What follows belongs to an exercise in optimizing a design on an open flow for small area; a production flow would make more cautious choices. Where RTL was checked, it was by simulation tests only, not by an equivalence proof against the original. Power and IR drop assume default switching activity.

==> v39 <==
// thumb_core
module thumb_core (
	input  logic        clk,
	input  logic        rst,
	output logic [31:0] prog_addr,
	input  logic [31:0] prog_data,
	output logic [31:0] mem_addr,
	output logic [31:0] mem_wdata,
	output logic [1:0]  mem_size,
	output logic        mem_we,
	input  logic [31:0] mem_rdata
);
	logic [4:0]  ph;
	logic        rot2;
	logic [31:1] pc;
	logic        stp;
	logic [1:0]  sz;
	logic        c;
	logic        mb;
	logic [31:0] mar;
	logic [31:0] p;
	logic [31:0] r0, r1, r2, r3, r4, r5, r6, r7;
	logic [15:0] ins;
	assign ins = pc[1] ? prog_data[31:16] : prog_data[15:0];
	logic [4:0] op5;
	logic d_shift, d_as3, d_mov8, d_i8, d_sub8, d_dp, d_mem, d_load, d_store;
	logic dp_and, dp_eor, dp_orr, dp_mul, dp_bic, dp_mvn, dp_ok;
	logic tworot, we1, sub, inv, a_zero, use_imm;
	logic lg_and, lg_eor, lg_or;
	logic [1:0] msize;  
	logic [2:0] ra, rb, rd;
	assign op5     = ins[15:11];
	assign d_shift = (op5[4:2] == 3'b000) && (op5[1:0] != 2'b11);
	assign d_as3   = (op5 == 5'b00011);
	assign d_mov8  = (op5 == 5'b00100);
  ...
Settings: LEC_CHECK=0, CAP_MARGIN=20, CORE_MARGIN=2, CORE_UTILIZATION=40, SLEW_MARGIN=20; clock period 12.0 ns.
run.sh (not shown) runs the stock make flow with config.mk's settings and CLKGATE_MAP_FILE= SYNTH_SCRIPT=/design/flow/synth_recipe.tcl, a recipe that flattens the netlist after the stock synthesis.
==> v13: changes against v39 <==
--- a/flow/design.v
+++ b/flow/design.v
@@ -126,73 +126,68 @@
 	assign rd = d_i8 ? ins[10:8] : ins[2:0];
 	logic [7:0] bit0, bit1;
 	assign bit0 = {r7[0], r6[0], r5[0], r4[0], r3[0], r2[0], r1[0], r0[0]};
 	assign bit1 = {r7[1], r6[1], r5[1], r4[1], r3[1], r2[1], r1[1], r0[1]};
 	logic a_bit, b_bit, b_next;
 	assign a_bit  = bit0[ra];
 	assign b_bit  = bit0[rb];
 	assign b_next = bit1[rb];
-	logic       imm_bit;
-	logic [4:0] k5;
-	always_comb begin
-		k5 = ph - ((d_mem && msize != 2'd0) ? {3'b000, ~msize[0], msize[0]} : 5'd0);
-		if (d_i8) begin
-			imm_bit = (ph[4:3] == 2'b00) && ins[ph[2:0]];
-		end else begin
-			imm_bit = (k5 < (d_as3 ? 5'd3 : 5'd5)) && ins[5'd6 + k5];
-		end
-	end
-	logic aa, bb, cin, s_sum, s_cout, alu_out;
+	logic       imm_bit, low8, kok;
+	logic [2:0] sc, kk;
+	logic       imm5_bit;
+	assign low8 = (ph[4:3] == 2'b00);
+	assign sc   = d_mem ? {1'b0, ~msize[0] & ~ins[12], msize[0]} : 3'd0;
+	assign kk   = ph[2:0] - sc;
+	assign kok  = (ph[2:0] >= sc) && (kk < (d_as3 ? 3'd3 : 3'd5));
+	always_comb begin
+		case (kk)
+			3'd0:    imm5_bit = ins[6];
+			3'd1:    imm5_bit = ins[7];
+			3'd2:    imm5_bit = ins[8];
+			3'd3:    imm5_bit = ins[9];
+			default: imm5_bit = ins[10];
+		endcase
+	end
+	assign imm_bit = low8 && (d_i8 ? ins[ph[2:0]] : (kok && imm5_bit));
+	logic aa, bb, cin, s_sum, s_cout, alu_out, arith;
+	assign arith  = !(lg_and || lg_eor || lg_or);
 	assign aa     = a_bit && !a_zero;
 	assign bb     = (use_imm ? imm_bit : ((d_shift || dp_mul) ? 1'b0 : b_bit)) ^ inv;
 	assign cin    = (ph == 5'd0) ? sub : c;
 	assign s_sum  = aa ^ bb ^ cin;
 	assign s_cout = (aa & bb) | (aa & cin) | (bb & cin);
-	always_comb begin
-		if (lg_and)      alu_out = aa & bb;
-		else if (lg_eor) alu_out = aa ^ bb;
-		else if (lg_or)  alu_out = aa | bb;
-		else             alu_out = s_sum;
-	end
+	assign alu_out = lg_and ? s_cout : (lg_or ? (s_sum | s_cout) : s_sum);
 	logic [31:0] padd, psum;
 	logic [32:0] pc_ch;
 	assign padd = mb ? mar : 32'd0;
 	always_comb begin
 		pc_ch[0] = 1'b0;
 		for (int i = 0; i < 32; i++) begin
 			psum[i]    = p[i] ^ padd[i] ^ pc_ch[i];
 			pc_ch[i+1] = (p[i] & padd[i]) | (p[i] & pc_ch[i]) | (padd[i] & pc_ch[i]);
 		end
 	end
-	logic [4:0] sh;
-	logic [5:0] sidx;
+	logic       lsl, shr;
+	logic [4:0] lidx;
 	logic       sh_bit, ld_bit, mul_bit, w2_bit;
-	logic [4:0] lidx;
-	assign sh = ins[10:6];
-	always_comb begin
-		if (op5[1:0] == 2'b00) begin  
-			sidx   = {1'b0, ph} - {1'b0, sh};
-			sh_bit = !sidx[5] && mar[sidx[4:0]];
-		end else begin                
-			sidx   = {1'b0, ph} + {1'b0, sh};
-			sh_bit = sidx[5] ? (op5[1] && mar[31]) : mar[sidx[4:0]];
-		end
-	end
+	assign lsl = d_shift && (op5[1:0] == 2'b00);
+	assign shr = d_shift && (op5[1:0] != 2'b00);
 	always_comb begin
 		case (msize)
 			2'd0:    lidx = {ph[4:3] + mar[1:0], ph[2:0]};
 			2'd1:    lidx = {ph[4] ^ mar[1], ph[3:0]};
 			default: lidx = ph;
 		endcase
 	end
-	assign ld_bit  = mem_rdata[lidx] && ((msize == 2'd0) ? (ph[4:3] == 2'b00) :
-	                                     (msize == 2'd1) ? !ph[4] : 1'b1);
+	assign sh_bit = p[ins[10:6]];
+	assign ld_bit = mem_rdata[lidx] && ((msize == 2'd0) ? low8 :
+	                                    (msize == 2'd1) ? !ph[4] : 1'b1);
 	assign mul_bit = psum[0];
-	assign w2_bit  = d_load ? ld_bit : (dp_mul ? mul_bit : sh_bit);
+	assign w2_bit  = d_load ? ld_bit : (shr ? sh_bit : mul_bit);
 	logic       we, wbit;
 	assign we   = rot2 || we1;
 	assign wbit = rot2 ? w2_bit : alu_out;
 	logic [7:0] wsel;
 	always_comb begin
 		for (int i = 0; i < 8; i++) wsel[i] = we && (rd == 3'(i));
 	end
 	always_ff @(posedge clk) begin
@@ -201,43 +196,45 @@
 		r2 <= {wsel[2] ? wbit : r2[0], r2[31:1]};
 		r3 <= {wsel[3] ? wbit : r3[0], r3[31:1]};
 		r4 <= {wsel[4] ? wbit : r4[0], r4[31:1]};
 		r5 <= {wsel[5] ? wbit : r5[0], r5[31:1]};
 		r6 <= {wsel[6] ? wbit : r6[0], r6[31:1]};
 		r7 <= {wsel[7] ? wbit : r7[0], r7[31:1]};
 	end
 	logic last, rot2_next;
+	logic [4:0] ph_inc;
+	assign ph_inc = ph + 5'd1;
 	assign last      = (ph == 5'd31) && (rot2 || !tworot);
 	assign rot2_next = (ph == 5'd31) ? (!rot2 && tworot) : rot2;
 	logic [31:1] pc_inc;
 	logic [31:1] inc_c;
 	always_comb begin
 		inc_c[1] = last;
 		for (int i = 1; i < 31; i++) inc_c[i+1] = inc_c[i] & pc[i];
 		for (int i = 1; i < 32; i++) pc_inc[i] = pc[i] ^ inc_c[i];
 	end
 	always_ff @(posedge clk) begin
 		if (rst) begin
 			ph   <= 5'd0;
 			rot2 <= 1'b0;
 			pc   <= '0;
 			stp  <= 1'b0;
 		end else begin
-			ph   <= ph + 5'd1;
+			ph   <= ph_inc;
 			rot2 <= rot2_next;
 			pc   <= pc_inc;
 			stp  <= (ph == 5'd31) && !rot2 && d_store;
 		end
 	end
 	always_ff @(posedge clk) begin
 		sz  <= msize;
-		c   <= s_cout;
-		mb  <= rot2_next && dp_mul && b_next;
+		c   <= s_cout && arith;
+		mb  <= rot2_next && (dp_mul ? b_next : (lsl && (ph_inc == ins[10:6])));
 		mar <= rot2 ? mar : {alu_out, mar[31:1]};
-		p   <= {(!rot2 && d_store) ? b_bit : 1'b0, psum[31:1]};
+		p   <= {rot2 ? (op5[1] && shr && p[31]) : ((d_store || shr) && b_bit), psum[31:1]};
 	end
 	assign prog_addr = {pc, 1'b0};
 	assign mem_addr  = mar;
 	assign mem_wdata = p;
 	assign mem_size  = sz;
 	assign mem_we    = stp;
 endmodule
==> flow/flow/run.sh (new file) <==
#!/bin/bash
# Standard ORFS layout; only the port buffers use the smallest buffer cell.
set -euo pipefail
export BUFFER_PORTS_ARGS="-buffer_cell sky130_fd_sc_hd__buf_1"
bash standard.sh > standard_flow.log 2>&1
==> flow/standard.sh (new file) <==
#!/bin/bash
# synth_recipe.tcl (not shown) runs the flow's synth.tcl, then flattens the netlist and writes it again
# the make line also repeats each setting of config.mk as NAME=value (left out here)
make -C /OpenROAD-flow-scripts/flow DESIGN_CONFIG=/design/flow/config.mk WORK_HOME=/design/flow/orfs CLKGATE_MAP_FILE= SYNTH_SCRIPT=/design/flow/synth_recipe.tcl "${@:-finish}"
Settings changed: CTS_BUF_LIST set to sky130_fd_sc_hd__clkbuf_8, CTS_CLUSTER_DIAMETER set to 60, CTS_CLUSTER_SIZE set to 16.
removed: flow/run.sh
==> v12: changes against v39 <==
--- a/flow/design.v
+++ b/flow/design.v
@@ -158,39 +158,35 @@
 	assign padd = mb ? mar : 32'd0;
 	always_comb begin
 		pc_ch[0] = 1'b0;
 		for (int i = 0; i < 32; i++) begin
 			psum[i]    = p[i] ^ padd[i] ^ pc_ch[i];
 			pc_ch[i+1] = (p[i] & padd[i]) | (p[i] & pc_ch[i]) | (padd[i] & pc_ch[i]);
 		end
 	end
-	logic [4:0] sh;
-	logic [5:0] sidx;
-	logic       sh_bit, ld_bit, mul_bit, w2_bit;
-	logic [4:0] lidx;
-	assign sh = ins[10:6];
-	always_comb begin
-		if (op5[1:0] == 2'b00) begin  
-			sidx   = {1'b0, ph} - {1'b0, sh};
-			sh_bit = !sidx[5] && mar[sidx[4:0]];
-		end else begin                
-			sidx   = {1'b0, ph} + {1'b0, sh};
-			sh_bit = sidx[5] ? (op5[1] && mar[31]) : mar[sidx[4:0]];
-		end
-	end
-	always_comb begin
-		case (msize)
-			2'd0:    lidx = {ph[4:3] + mar[1:0], ph[2:0]};
-			2'd1:    lidx = {ph[4] ^ mar[1], ph[3:0]};
-			default: lidx = ph;
-		endcase
-	end
-	assign ld_bit  = mem_rdata[lidx] && ((msize == 2'd0) ? (ph[4:3] == 2'b00) :
-	                                     (msize == 2'd1) ? !ph[4] : 1'b1);
+	logic       lsl;
+	logic [4:0] off, tidx;
+	logic       tcout, sh_bit, ld_bit, mul_bit, w2_bit;
+	assign lsl = (op5[1:0] == 2'b00);
+	always_comb begin
+		if (d_load) begin
+			case (msize)
+				2'd0:    off = {mar[1:0], 3'b000};
+				2'd1:    off = {mar[1], 4'b0000};
+				default: off = 5'd0;
+			endcase
+		end else begin
+			off = lsl ? ~ins[10:6] : ins[10:6];
+		end
+	end
+	assign {tcout, tidx} = {1'b0, ph} + {1'b0, off} + {5'd0, lsl && !d_load};
+	assign sh_bit = (tcout == lsl) ? mar[tidx] : (op5[1] && mar[31]);
+	assign ld_bit = mem_rdata[tidx] && ((msize == 2'd0) ? (ph[4:3] == 2'b00) :
+	                                    (msize == 2'd1) ? !ph[4] : 1'b1);
 	assign mul_bit = psum[0];
 	assign w2_bit  = d_load ? ld_bit : (dp_mul ? mul_bit : sh_bit);
 	logic       we, wbit;
 	assign we   = rot2 || we1;
 	assign wbit = rot2 ? w2_bit : alu_out;
 	logic [7:0] wsel;
 	always_comb begin
 		for (int i = 0; i < 8; i++) wsel[i] = we && (rd == 3'(i));
==> flow/flow/run.sh (new file) <==
#!/bin/bash
# Standard ORFS layout; only the port buffers use the smallest buffer cell.
set -euo pipefail
export BUFFER_PORTS_ARGS="-buffer_cell sky130_fd_sc_hd__buf_1"
bash standard.sh > standard_flow.log 2>&1
==> flow/standard.sh (new file) <==
#!/bin/bash
# synth_recipe.tcl (not shown) runs the flow's synth.tcl, then flattens the netlist and writes it again
# the make line also repeats each setting of config.mk as NAME=value (left out here)
make -C /OpenROAD-flow-scripts/flow DESIGN_CONFIG=/design/flow/config.mk WORK_HOME=/design/flow/orfs CLKGATE_MAP_FILE= SYNTH_SCRIPT=/design/flow/synth_recipe.tcl "${@:-finish}"
Settings changed: CTS_BUF_LIST set to sky130_fd_sc_hd__clkbuf_16, CTS_CLUSTER_DIAMETER set to 80, CTS_CLUSTER_SIZE set to 36.
removed: flow/run.sh
==> summary.txt <==
- In v12 the combinational power is lower than in v39, by about 8%.
- Against v13, the total power of v39 is higher by 32%.
- In critical path depth, v39 and v12 do not differ.
- Clock skew, highest first: v12, v13, v39.
- In v13 the cell count is higher than in v12, by 2.4%.
==> figures <==
| metric | v39 | v12 | v13 |
|---|---|---|---|
| Worst-margin pin slew | 0.940 ns | 0.851 ns | 0.939 ns |
| Area of placed instances | 14700 um^2 | 12900 um^2 | 12800 um^2 |
| Clock group share of total power | 42.8% | 28.2% | 28.5% |
| DR vias | 7576 | 6690 | 6854 |
| Peak supply drop | 0.102 mV | 0.0805 mV | 0.0930 mV |
| Global routing usage on met2 | 23.5% | 21.0% | 22.3% |
| Clock distribution power | 0.00124 W | 0.000658 W | 0.000625 W |
| Number of inserted filler cells in the final layout | 2636 | 2667 | 2661 |
| GRT Util Overall | 16.1% | 14.4% | 14.2% |
| Violation count after the first detailed-routing iteration | 493 | 349 | 398 |
| Outcome | complete, no violations | complete, no violations | complete, no violations |
Function not checked in v39 and v12: the RTL went through the layout flow alone.

static timing again, ports no longer ideal:
The results above use ideal ports. As a check the final layouts listed here were re-extracted and re-timed, cells and wires unchanged. Step 1 sets driving cells, clkbuf_16 on the clock port and buf_2 on the other inputs (assumed; they add their load-dependent delay and slew). Step 2 also shifts input and output timing later by t, the mid clock arrival at the registers, as if the neighbouring blocks saw the same clock. a / b / c = ideal / step 1 / step 2; a / b = the first two.
| run | t (ns) | setup slack, ns | pins driven straight from the clock port |
|---|---|---|---|
| v39 | 0.565 | 0.318 / 0.318 / 0.318 | 1 |
| v13 | 0.617 | 0.363 / 0.363 / 0.363 | 1 |
| v12 | 0.563 | 0.264 / 0.264 / 0.264 | 1 |
After both steps setup and hold are still met in every run listed.
